Source: an optimization exercise on an open RTL-to-GDS flow (aim: small area and a short achievable clock period). Production flows keep margins and buffers that such runs may drop. Where RTL was checked, it was by simulation tests only, not by an equivalence proof against the original.

== run 1 ==
Design logic_probe_trigger, start of the top module:
module logic_probe_trigger #(
    parameter int WIDTH = 128,
    parameter int CNTW  = 16
) (
    input  logic                  clock,
    input  logic                  reset,
    input  logic                  arm,
    input  logic [WIDTH-1:0]      channels,
    input  logic [WIDTH-1:0]      match_mask,
    input  logic [WIDTH-1:0]      match_value,
    input  logic [WIDTH-1:0]      edge_mask,
    input  logic [CNTW-1:0]       occurrences,
    input  logic [CNTW-1:0]       delay,
    input  logic [CNTW-1:0]       sample_div,
    output logic [WIDTH-1:0]      channels_out,
    output logic                  trigger,
    output logic                  sample,
    output logic [1:0]            status
);
    localparam logic [1:0] IDLE  = 2'd0;
    localparam logic [1:0] ARMED = 2'd1;
    localparam logic [1:0] DELAY = 2'd2;
    localparam logic [1:0] FIRED = 2'd3;
    localparam int NGRP = WIDTH / 4;
    logic [1:0]       state_q;
    logic [1:0]       stat_q;
    logic             trigger_q;
    logic             sample_q;
    logic [WIDTH-1:0] ch_q;
    logic [WIDTH-1:0] chout_q;
    logic [WIDTH-1:0] mask_q;
    logic [WIDTH-1:0] value_q;
    logic [WIDTH-1:0] edge_q;
    logic [NGRP-1:0]  grp_q;
  ...
Size in the first run: about 2300 cells after synthesis, ~740 flip-flops, about 700 I/O pins, ~27000 µm² of cells after synthesis.
==> flow/config.mk <==
export PLATFORM = sky130hd
export DESIGN_NAME = logic_probe_trigger
export DESIGN_NICKNAME = logic_probe_trigger
export VERILOG_FILES = /design/flow/design.v
export SDC_FILE = /design/flow/constraint.sdc
export NUM_CORES = 4
export LEC_CHECK = 0
export CAP_MARGIN = 20
export CORE_MARGIN = 2
export CORE_UTILIZATION = 72
export CTS_CLUSTER_DIAMETER = 80
export CTS_CLUSTER_SIZE = 30
export SETUP_SLACK_MARGIN = 1.7
export SLEW_MARGIN = 20
export SYNTH_HIERARCHICAL = 1
==> flow/constraint.sdc <==
create_clock -name core_clock -period 3.5 [get_ports {clock}]
set_input_delay 0.7000 -clock core_clock [delete_from_list [all_inputs] [get_ports {clock}]]
set_output_delay 0.7000 -clock core_clock [all_outputs]
set_load 0.01 [all_outputs]
standard.sh (not shown) runs the stock make flow with config.mk's settings and CLKGATE_MAP_FILE= SYNTH_SCRIPT=/design/flow/synth_recipe.tcl, a recipe that flattens the netlist after the stock synthesis.
==> flow/flow/run.sh <==
#!/bin/bash
# Standard layout, with plain buffers (buf_1) on the ports instead of the default delay buffers,
# ABC told that gate outputs drive a light load (so that it does not pick x4 cells for the small
# single-gate modules of the design), and timing repair free to resize cells across footprints.
set -euo pipefail
bash standard.sh "BUFFER_PORTS_ARGS=-buffer_cell sky130_fd_sc_hd__buf_1" "ABC_LOAD_IN_FF=1" "MATCH_CELL_FOOTPRINT=0" finish > standard_make.log 2>&1
Setup changes, run 1 to run 2
--- a/flow/design.v
+++ b/flow/design.v
@@ -62,23 +62,19 @@
     lpt_dec8 u_dec_occ_hi (.x(occ_cnt_q[15:8]), .y(occ_dec_s[15:8]));
     lpt_dec8 u_dec_dly_lo (.x(dly_cnt_q[7:0]),  .y(dly_dec_s[7:0]));
     lpt_dec8 u_dec_dly_hi (.x(dly_cnt_q[15:8]), .y(dly_dec_s[15:8]));
     lpt_dec8 u_dec_div_lo (.x(div_cnt_q[7:0]),  .y(div_dec_s[7:0]));
     lpt_dec8 u_dec_div_hi (.x(div_cnt_q[15:8]), .y(div_dec_s[15:8]));
     logic [CNTW-1:0] occ_load_s;
     assign occ_load_s = (occurrences == {CNTW{1'b0}}) ? {{(CNTW-1){1'b0}}, 1'b1} : occurrences;
-    logic [8:0] load_s;
-    for (genvar k = 0; k < 9; k++) begin : g_load
-        lpt_and2b u_l (.a(arm), .bn(reset), .y(load_s[k]));
-    end
     for (genvar i = 0; i < WIDTH; i++) begin : g_cfg
-        lpt_mux  u_m  (.s(load_s[i/16]), .a(match_mask[i]),  .b(mask_q[i]),  .y(mask_d_s[i]));
-        lpt_muxi u_v  (.s(load_s[i/16]), .a(match_value[i]), .b(value_q[i]), .y(value_dn_s[i]));
+        lpt_mux u_m (.s(arm), .a(match_mask[i]),  .b(mask_q[i]),  .y(mask_d_s[i]));
+        lpt_muxi u_v (.s(arm), .a(match_value[i]), .b(value_q[i]), .y(value_dn_s[i]));
         lpt_inv  u_vi (.a(value_dn_s[i]), .y(value_d_s[i]));
-        lpt_mux  u_e  (.s(load_s[i/16]), .a(edge_mask[i]),   .b(edge_q[i]),  .y(edge_d_s[i]));
+        lpt_mux u_e (.s(arm), .a(edge_mask[i]),   .b(edge_q[i]),  .y(edge_d_s[i]));
     end
     logic [WIDTH-1:0] bit_ok_s;
     logic [NGRP-1:0]  grp_d_s;
     for (genvar i = 0; i < WIDTH; i++) begin : g_bit
         lpt_bit_ok u_ok (.q(channels[i]), .qq(ch_q[i]), .m(mask_d_s[i]), .vn(value_dn_s[i]),
                          .e(edge_d_s[i]), .ok(bit_ok_s[i]));
     end
@@ -142,29 +138,29 @@
     always_ff @(posedge clock) begin
         state_q   <= next_d_s[1:0];
         stat_q    <= next_d_s[3:2];
         trigger_q <= next_d_s[4];
         occ_dec_q <= next_d_s[5];
     end
     always_ff @(posedge clock) begin
-        if (load_s[8]) begin
+        if (arm) begin
             occ_cnt_q <= occ_load_s;
-            occ_lz_q  <= ~|occurrences[7:0] & |occurrences[15:8];
+            occ_lz_q  <= occ_load_s[7:0] == 8'd0;
             occ_gt1_q <= |occurrences[CNTW-1:1];
             occ_gt2_q <= |occurrences[CNTW-1:2] | &occurrences[1:0];
         end else if (occ_dec_q) begin
             occ_cnt_q[7:0] <= occ_dec_s[7:0];
             if (occ_lz_q) occ_cnt_q[15:8] <= occ_dec_s[15:8];
             occ_lz_q  <= occ_cnt_q[7:0] == 8'd1;
             occ_gt1_q <= |occ_cnt_q[CNTW-1:2] | &occ_cnt_q[1:0];
             occ_gt2_q <= |occ_cnt_q[CNTW-1:2];
         end
     end
     always_ff @(posedge clock) begin
-        if (load_s[8]) begin
+        if (arm) begin
             dly_cnt_q  <= delay;
             dly_lz_q   <= delay[7:0] == 8'd0;
             dly_zero_q <= delay == {CNTW{1'b0}};
             dly_le1_q  <= ~|delay[CNTW-1:1];
         end else if (state_q == DELAY) begin
             dly_cnt_q[7:0] <= dly_dec_s[7:0];
             if (dly_lz_q) dly_cnt_q[15:8] <= dly_dec_s[15:8];
@@ -246,21 +242,14 @@
     input  logic s,
     input  logic a,
     input  logic b,
     output logic y
 );
     assign y = ~(s ? a : b);
 endmodule
-module lpt_and2b (
-    input  logic a,
-    input  logic bn,
-    output logic y
-);
-    assign y = a & ~bn;
-endmodule
 module lpt_nand4 (
     input  logic [3:0] a,
     output logic       y
 );
     assign y = ~&a;
 endmodule
 module lpt_nor2 (
### Flow results
- As far as fraction of synthesized area in multiplexers is concerned, run 1 and run 2 perform about the same.
- Largest net degree at the start of global routing is higher on run 2
- [compare] base=run 1 new=run 2: post-CTS setup repair buffer count went down; total routed wire length on the met1 layer fell about 4%; design area held; met3 wire length shows a reduction of 15%.
- Cell count of the worst reg-to-reg path on run 2 is down relative to run 1.
- Between run 1 and run 2, total number of H-tree levels decreased.
- Run comparison: run 1 beginning of the critical path reset; run 2 beginning of the critical path arm
No functional check of the RTL was part of run 2.

[port drivers added, routing unchanged]
Ports are ideal in the flow. The routed layouts listed here were re-timed in OpenROAD. Step 1 assumes that a clkbuf_16 drives the clock port and a buf_2 every other input. Step 2, shift: input delay + t, output delay - t, t = (earliest + latest rising clock arrival at the registers) / 2. This alone moves slack from input paths to output paths. a / b / c = ideal ports / drivers / drivers and shift; a / b = the first two.
run | t (ns) | setup slack, ns | clock arrival spread, ns | slew at the worst register clock pin (ns) | worst data-port slew with drivers (ns)
run 1 | 0.614 | 1.688 / 1.650 / 1.088 | 0.018 / 0.018 | 0.11 / 0.11 | 0.17
run 2 | 0.669 | 1.653 / 1.608 / 0.999 | 0.024 / 0.023 | 0.12 / 0.12 | 0.14
After both steps every run listed still meets setup and hold. For run 2, which loses most, drivers alone change the setup slack by -0.045 ns; drivers and shift together by -0.654 ns.
